From an optimization exercise on the open Yosys and OpenROAD flow, aimed at small area and a short achievable clock period; shortcuts taken in it are not production practice. The RTL was checked by simulation tests, not by an equivalence proof against the original design. Power figures rest on the tool's default switching activity, not on a simulated workload.

<file path="flow/config.mk">
export PLATFORM = sky130hd
export DESIGN_NAME = spi_slave_bridge
export DESIGN_NICKNAME = spi_slave_bridge
export VERILOG_FILES = /design/flow/design.v
export SDC_FILE = /design/flow/constraint.sdc
export NUM_CORES = 4
export LEC_CHECK = 0
export CAP_MARGIN = 20
export CORE_MARGIN = 2
export CORE_UTILIZATION = 40
export SLEW_MARGIN = 20
</file>
<file path="flow/constraint.sdc">
create_clock -name core_clock -period 5.5 [get_ports {clk}]
set_input_delay 1.1000 -clock core_clock [delete_from_list [all_inputs] [get_ports {clk}]]
set_output_delay 1.1000 -clock core_clock [all_outputs]
set_load 0.01 [all_outputs]
</file>
<file path="flow/design.v">
module spi_slave_bridge #(
  parameter int W = 32,
  parameter int TAG_W = 4,
  parameter int TX_DEPTH = 64,
  parameter int RX_DEPTH = 16,
  parameter int URGENT_LVL = 48
) (
  input  logic         clk,
  input  logic         rst,
  input  logic         spi_clk,
  input  logic         spi_mosi,
  input  logic         spi_cs,
  output logic         spi_miso,
  output logic         gpio_rd_valid,
  output logic         gpio_rd_urgent,
  input  logic         gpio_rd_cntreq,
  input  logic         wr_en,
  input  logic [W-1:0] wr_din,
  output logic         wr_full,
  input  logic         rd_en,
  output logic         rd_rdy,
  output logic [W-1:0] rd_dout,
  output logic [7:0]   rx_ovf_cnt,
  output logic [7:0]   short_cnt
);
  localparam int CNT_W = $clog2(TX_DEPTH + 1);
  localparam int SH_W = W - TAG_W - 4 - CNT_W;
  localparam int TX_AW = $clog2(TX_DEPTH);
  localparam int RX_CW = $clog2(RX_DEPTH + 1);
  localparam int BC_W = $clog2(W + 1);
  localparam int SC_W = $clog2(W);
  localparam int RXM = RX_DEPTH - 1;           
  localparam int RQ_W = $clog2(RXM);
  localparam int HI_N = TX_DEPTH / 8;
  logic [2:0] sck_s, cs_s, cr_s;
  logic [1:0] mosi_s;
  logic armed, active, stat_pending, status_ok;
  logic [BC_W-1:0] bit_cnt;                    
  logic [SC_W-1:0] tx_shn;
  logic src_fifo, src_stat;
  logic [SH_W-1:0] shadow;
  logic [CNT_W-1:0] cnt_snap, snap_n, tx_cnt, avail;
  logic [TX_DEPTH-1:0][W-1:0] tx_mem;
  logic [TX_AW-1:0] tx_wp, tx_rp, pf_n;
  logic [HI_N-1:0] pf_hi;                      
  logic [7:0] pf_lo;
  logic [TX_DEPTH-1:0] pf_sel;
  logic [W-1:0] tx_w, tx_pf, tx_rd, rx_sh, stat_word;
  logic [RXM-1:0][W-1:0] rx_mem;
  logic [RXM-1:0] rq_sel;
  logic [RQ_W-1:0] rx_wq, rx_rq;
  logic [RX_CW-1:0] rx_cnt;
  logic [W-1:0] rx_rd, rx_head_n;
  logic sck_rise, sck_fall, cs_fall, cs_rise, cr_edge, done, load, pop_tx, push_tx;
  logic push_rx, push_rx_ok, pop_rx, stat_n, avail_nz, sel_fifo, sel_stat, src_fifo_n;
  logic tx_is0, tx_is1, rx_is1, pf_byp, rx_wr_mem, rx_head_en, rx_adv;
  always_comb begin
    sck_rise = sck_s[1] & ~sck_s[2];
    sck_fall = ~sck_s[1] & sck_s[2];
    cs_fall = armed & ~cs_s[1] & cs_s[2];
    cs_rise = cs_s[1] & ~cs_s[2];
    cr_edge = cr_s[1] ^ cr_s[2];
    done = bit_cnt[BC_W-1];
    load = done | cs_fall;
    tx_is0 = tx_cnt == '0;
    tx_is1 = tx_cnt == CNT_W'(1);
    pop_tx = done & src_fifo;
    push_tx = wr_en & (|wr_din[W-1 -: TAG_W]) & ~tx_cnt[CNT_W-1];
    push_rx = done & (|rx_sh[W-1 -: TAG_W]);
    push_rx_ok = push_rx & ~rx_cnt[RX_CW-1];
    pop_rx = rd_en & rd_rdy;
    stat_n = cr_edge | (stat_pending & ~(done & src_stat));
    snap_n = cr_edge ? tx_cnt : cnt_snap;
    avail = tx_cnt - CNT_W'(pop_tx);
    avail_nz = ~tx_is0 & ~(pop_tx & tx_is1);
    sel_stat = stat_n;
    sel_fifo = ~stat_n & avail_nz;
    stat_word = {{TAG_W{1'b0}}, 1'b1, sel_stat, ~avail_nz, status_ok,
                 sel_stat ? snap_n : avail, shadow};
    src_fifo_n = load ? sel_fifo : src_fifo;
    pf_n = tx_rp + TX_AW'(pop_tx) + TX_AW'(src_fifo_n);
    for (int i = 0; i < TX_DEPTH; i++) pf_sel[i] = pf_hi[i / 8] & pf_lo[i % 8];
    tx_rd = '0;
    for (int i = 0; i < TX_DEPTH; i++) tx_rd = tx_rd | (tx_mem[i] & {W{pf_sel[i]}});
    pf_byp = push_tx & (src_fifo ? tx_is1 : tx_is0);
    rx_is1 = rx_cnt == RX_CW'(1);
    for (int i = 0; i < RXM; i++) rq_sel[i] = rx_rq == RQ_W'(i);
    rx_rd = '0;
    for (int i = 0; i < RXM; i++) rx_rd = rx_rd | (rx_mem[i] & {W{rq_sel[i]}});
    rx_adv = pop_rx & ~rx_is1;
    rx_wr_mem = push_rx_ok & rd_rdy & ~(pop_rx & rx_is1);
    rx_head_en = pop_rx | (push_rx_ok & ~rd_rdy);
    rx_head_n = (~rd_rdy | rx_is1) ? (rx_sh & {W{push_rx_ok}}) : rx_rd;
  end
  always_ff @(posedge clk) cr_s <= {cr_s[1:0], gpio_rd_cntreq};
  always_ff @(posedge clk) begin
    for (int i = 0; i < TX_DEPTH; i++)
      if (push_tx && tx_wp == TX_AW'(i)) tx_mem[i] <= wr_din;
    for (int i = 0; i < RXM; i++)
      if (rx_wr_mem && rx_wq == RQ_W'(i)) rx_mem[i] <= rx_sh;
    tx_pf <= pf_byp ? wr_din : tx_rd;
  end
  always_ff @(posedge clk) begin
    if (rst) begin
      sck_s <= '0;
      cs_s <= '0;
      mosi_s <= '0;
      armed <= 1'b0;
      active <= 1'b0;
      bit_cnt <= '0;
      tx_shn <= '0;
      rx_sh <= '0;
      src_fifo <= 1'b0;
      src_stat <= 1'b0;
      stat_pending <= 1'b0;
      status_ok <= 1'b0;
      shadow <= '0;
      cnt_snap <= '0;
      tx_cnt <= '0;
      tx_wp <= '0;
      tx_rp <= '0;
      pf_hi <= HI_N'(1);
      pf_lo <= 8'd1;
      rx_cnt <= '0;
      rd_rdy <= 1'b0;
      rd_dout <= '0;
      rx_wq <= '0;
      rx_rq <= '0;
      rx_ovf_cnt <= '0;
      short_cnt <= '0;
      spi_miso <= 1'b0;
      gpio_rd_valid <= 1'b0;
      gpio_rd_urgent <= 1'b0;
      wr_full <= 1'b0;
    end else begin
      sck_s <= {sck_s[1:0], spi_clk};
      cs_s <= {cs_s[1:0], spi_cs};
      mosi_s <= {mosi_s[0], spi_mosi};
      armed <= armed | cs_rise;
      stat_pending <= stat_n;
      cnt_snap <= snap_n;
      spi_miso <= active & tx_w[SC_W'(W - 1) - tx_shn];
      if (load) begin
        bit_cnt <= '0;
        tx_shn <= '0;
        src_fifo <= sel_fifo;
        src_stat <= sel_stat;
      end else if (active & sck_rise) begin
        bit_cnt <= bit_cnt + 1'b1;
        rx_sh <= {rx_sh[W-2:0], mosi_s[1]};
      end else if (active & sck_fall & (bit_cnt != '0)) begin
        tx_shn <= tx_shn + 1'b1;
      end
      if (cs_fall) active <= 1'b1;
      if (active & cs_rise) begin
        active <= 1'b0;
        bit_cnt <= '0;
        if (!done && bit_cnt != '0 && short_cnt != 8'hFF) short_cnt <= short_cnt + 8'd1;
      end
      if (wr_en & ~|wr_din[W-1 -: TAG_W]) begin
        shadow <= wr_din[SH_W-1:0];
        status_ok <= 1'b1;
      end
      tx_cnt <= tx_cnt + CNT_W'(push_tx) - CNT_W'(pop_tx);
      tx_wp <= tx_wp + TX_AW'(push_tx);
      tx_rp <= tx_rp + TX_AW'(pop_tx);
      pf_hi <= HI_N'(1) << pf_n[TX_AW-1:3];
      pf_lo <= 8'd1 << pf_n[2:0];
      gpio_rd_valid <= ~tx_is0;
      gpio_rd_urgent <= tx_cnt >= CNT_W'(URGENT_LVL);
      wr_full <= tx_cnt == CNT_W'(TX_DEPTH);
      rx_cnt <= rx_cnt + RX_CW'(push_rx_ok) - RX_CW'(pop_rx);
      rd_rdy <= push_rx_ok | (rd_rdy & ~(pop_rx & rx_is1));
      if (rx_head_en) rd_dout <= rx_head_n;
      if (rx_wr_mem) rx_wq <= (rx_wq == RQ_W'(RXM - 1)) ? '0 : rx_wq + 1'b1;
      if (rx_adv) rx_rq <= (rx_rq == RQ_W'(RXM - 1)) ? '0 : rx_rq + 1'b1;
      if (push_rx & ~push_rx_ok & (rx_ovf_cnt != 8'hFF)) rx_ovf_cnt <= rx_ovf_cnt + 8'd1;
    end
  end
  always_ff @(posedge clk)
    if (load & ~(sel_fifo & src_fifo & ~pop_tx)) tx_w <= sel_fifo ? tx_pf : stat_word;
endmodule
</file>
<file path="flow/run.sh">
#!/bin/bash
# synth_recipe.tcl (not shown) runs the flow's synth.tcl, then flattens the netlist and writes it again
# the make line also repeats each setting of config.mk as NAME=value (left out here)
make -C /OpenROAD-flow-scripts/flow DESIGN_CONFIG=/design/flow/config.mk WORK_HOME=/design/flow/orfs CLKGATE_MAP_FILE= SYNTH_SCRIPT=/design/flow/synth_recipe.tcl finish
</file>
==> results.txt <==
-- through the flow --
step                       util  power (uW)  setup slack [ns]  cell area [um2]
after floorplan               -       24300             0.986           103000
after global placement    0.428       25200             0.810           110000
after detailed placement  0.428       25200             0.759           110000
after CTS                 0.462       43700              1.49           118000
after global routing      0.462       44600              1.25           118000
final                     0.463       43700              1.29           119000
-- sequential cells by signal, indices dropped and copies added, names as in the netlist, 17 cells and up --
name	cells
rd_dout	32
tx_pf	32
rx_mem	480
shadow	17
tx_mem	2048
tx_w	32
rx_sh	32
-- synthesized netlist by cell type, types with 34 or more instances --
| master | count | area (um2) |
|---|---|---|
| dfxtp_1 | 217 | 4340 |
| o22ai_1 | 125 | 782 |
| nor3_1 | 49 | 245 |
| a21oi_1 | 298 | 1490 |
| buf_2 | 127 | 636 |
| a222oi_1 | 152 | 1520 |
| a22oi_1 | 686 | 5150 |
| buf_1 | 115 | 432 |
| mux2_2 | 35 | 394 |
| edfxtp_1 | 2560 | 76900 |
| nor4_1 | 41 | 257 |
| nor2_1 | 283 | 1060 |
| o21ai_0 | 52 | 260 |
| a31oi_1 | 36 | 225 |
| and2_1 | 34 | 213 |
| a32oi_1 | 77 | 674 |
| a22o_1 | 113 | 990 |
| a221oi_1 | 72 | 631 |
| nand4_1 | 58 | 363 |
| inv_1 | 42 | 158 |
| nand3_1 | 99 | 495 |
| clkbuf_1 | 170 | 638 |
| nand2_1 | 246 | 923 |
-- cell type report --
cell class,count,area share
clock buffers,374,0.0656
repair buffers,404,0.0311
inverters,53,0.00168
flip-flops and latches,2777,0.686
clock inverters,118,0.00882
multi-input cells,2872,0.171
well taps,3384,0.0357
diodes,17,0.000359
-- cells by family after synthesis --
group,share of synthesized area
adders and majority gates,0.00451
and+or+nand+nor,0.0446
muxes,0.00788
DFF,0.790
xor gates and xnor gates,0.00384
buffers and inverters,0.0193
AOI/OAI and AO/OA,0.130
-- routing by layer --
metal,part of all wire,wire length [um],track usage,vias to the layer above
li1,-,-,-,25785
met1,0.35,137000,0.387,34012
met2,0.43,170000,0.429,6815
met3,0.17,67200,0.118,1264
met4,0.059,23600,0.146,24
met5,0.00044,174,0,-
-- how the worst max path moves through the flow --
stage / from / to / slack [ns] / depth (start not counted)
2_1_floorplan: rd_en / rx_mem[64] / 0.99 / 4
3_3_place_gp: wr_din[31] / tx_mem[1795] / 0.81 / 7
3_5_place_dp: wr_din[31] / tx_mem[1795] / 0.76 / 7
4_1_cts: tx_cnt[2] / pf_hi[5] / 1.49 / 14
5_1_grt: tx_cnt[2] / pf_hi[5] / 1.25 / 14
6_report: pf_hi[7] / tx_pf[4] / 1.29 / 8
-- power by group through the flow --
stage | logic [uW] | clock network, uW | registers [uW]
2_1_floorplan | 585 | 0 | 23700
3_3_place_gp | 1320 | 0 | 23900
3_5_place_dp | 1330 | 0 | 23900
4_1_cts | 1340 | 18900 | 23500
5_1_grt | 1440 | 19700 | 23500
6_report | 1370 | 18900 | 23500
-- worst register-to-register path: stages (launching register included) --
cell and delay [ns]:
dfxtp_4 0.89, clkinv_1 0.29, buf_4 0.32, nor2_1 1.00, a32oi_1 0.28, nand2_1 0.14, nor4_1 0.06, buf_4 0.20
a41oi_1 0.84
==> impl_metrics.ini <==
[clock_network]
path_clk_slew_ns = 0.06
cts_tree = built
cts_made_buffers = 286
postCtsResizedCells = 0
clkLatencyLatePin_ns = 0.98
postCtsHoldBufs = 0
cts_sinks = 2777
h-tree-depth = 5
post_cts_buffers = 0
ctsLongestPathBuffers = 4
clock-root-buffer = clkbuf_16

[status]
status = complete, no violations

[detailed_routing]
vias_per_cell = 6.79
wire_per_inst_um = 39.8
drc = 0
vias = 67900
detail_route.first_pass.iterations = 9
final_antenna_net_count = 0
drtIter0Drc = 14935
wl_um = 398000

[worst_setup_path]
criticalPathCategory = flip-flop to flip-flop
timing.rr.end = tx_pf[4]
critPathBufInv = 3
critPathMaxFanout = 30
end_kind = flip-flop
rr_worst_depth = 8
r2r-start = pf_hi[7]
cp.required_ns = 6.22
cpMostUsedCell = buf_4
crit_slowest_cell = nor2_1
arrival_ns = 4.93
max_stage_delay_ns = 0.99
r2r_slack_ns = 1.29
cpLargestDelayFamily = simple AND/OR/NAND/NOR gates
startpoint_type = flip-flop
crit_chain = clkinv_1 -> buf_4 -> nor2_1 -> a32oi_1 -> nand2_1 -> nor4_1 -> buf_4 -> a41oi_1

[sta]
fin_crit_ns = 4.21
fin_crit_sh = 0.766
slew_headroom = 0.157
finalSetupViolCount = 0
whs_ns = 0.380
slew_violations = 0
rsz0062_at_grt = false
worst_pin_slew_ns = 1.26
fmax_ghz = 0.237
hold_viol = 0
finClkSkew_ns = 0.107
tns_ns = 0

[grt]
grt-ovfl-total = 0
track_usage = 0.296
antenna_found_initial = 33
grt_max_degree = 67
grt_pass1_wl_um = 537000
grt_pass1_vias = 63055

[cells_and_area]
final_cell_mix = 2560 x edfxtp_1, 686 x a22oi_1, 297 x a21oi_1
drive_gt1_frac = 0.139
multi_input_area_mm2 = 0.0203
area_delta_synth_final_pct = 15.3
final_common_cell = edfxtp_1
nets = 6469
stdcell_count = 9999
seq_area_mm2 = 0.0813
fillers = 21610

[hold_path]
holdPathEnd = cr_s[2]
hp-start = cr_s[1]
whs_path_depth = 0
hp-class = flip-flop to flip-flop

[placed_design]
routabilityCongestion = 0.934
placed_cells = 9490
port_buffers = 92
dp_hpwl_um = 234000

[synth]
yosys_warnings = 1
synth_edf_count = 2560
synthCells = 6124
synthesis.nets = 6199
synth_seq_cells = 2777
synthArstFlopShare = 0
yosysSeqAreaShare = 0.790
ys_types = 88
synth_top_flop_cell = edfxtp_1
syn_area_mm2 = 0.103
syn_area_per_cell_um2 = 16.8

[floorplanning]
core-area_mm2 = 0.256
rows = 186
die_w_um = 511
fp.dieArea_mm2 = 0.261
initial_core_util = 0.401
ios = 93
die_y_um = 511

[power_and_ir_drop]
seqPwrFrac = 0.537
swShare = 0.213
p_per_area_mw_per_mm2 = 369
p_int_uw = 34400
p_sw_uw = 9290
peakVddDrop_mv = 0.339
clockPowerShare = 0.431
p_leak_uw = 0.0360
p_comb_frac = 0.031

[flow_run]
cap_violations = 0

-- re-timing with driven ports --
The flow's constraints put no driver on any port. The routed layout listed below was extracted and timed again, unchanged, in two steps.
Step 1 (the two cells are an assumption about what drives the block):
set clk [get_ports {clk}]
set_driving_cell -lib_cell sky130_fd_sc_hd__clkbuf_16 $clk
set_driving_cell -lib_cell sky130_fd_sc_hd__buf_2 [delete_from_list [all_inputs] $clk]
Step 2 adds t to the input delays and takes it off the output delays; t is the mean of the earliest and latest rising clock arrival at the registers after step 1. Input paths then give back, and output paths get back, about the clock's delay inside the block.
Slacks: no drivers / after step 1 / after step 2; pairs: no drivers / after step 1.
t (ns): 1.016
setup WS [ns]: 1.289 / 1.289 / 0.599
worst hold slack (ns): 0.380 / 0.380 / 0.380
worst data-port slew with drivers (ns): 0.14
After both steps setup and hold are still met in this run. The setup slack of this run moves by 0.000 ns with the drivers and by -0.690 ns with both steps.
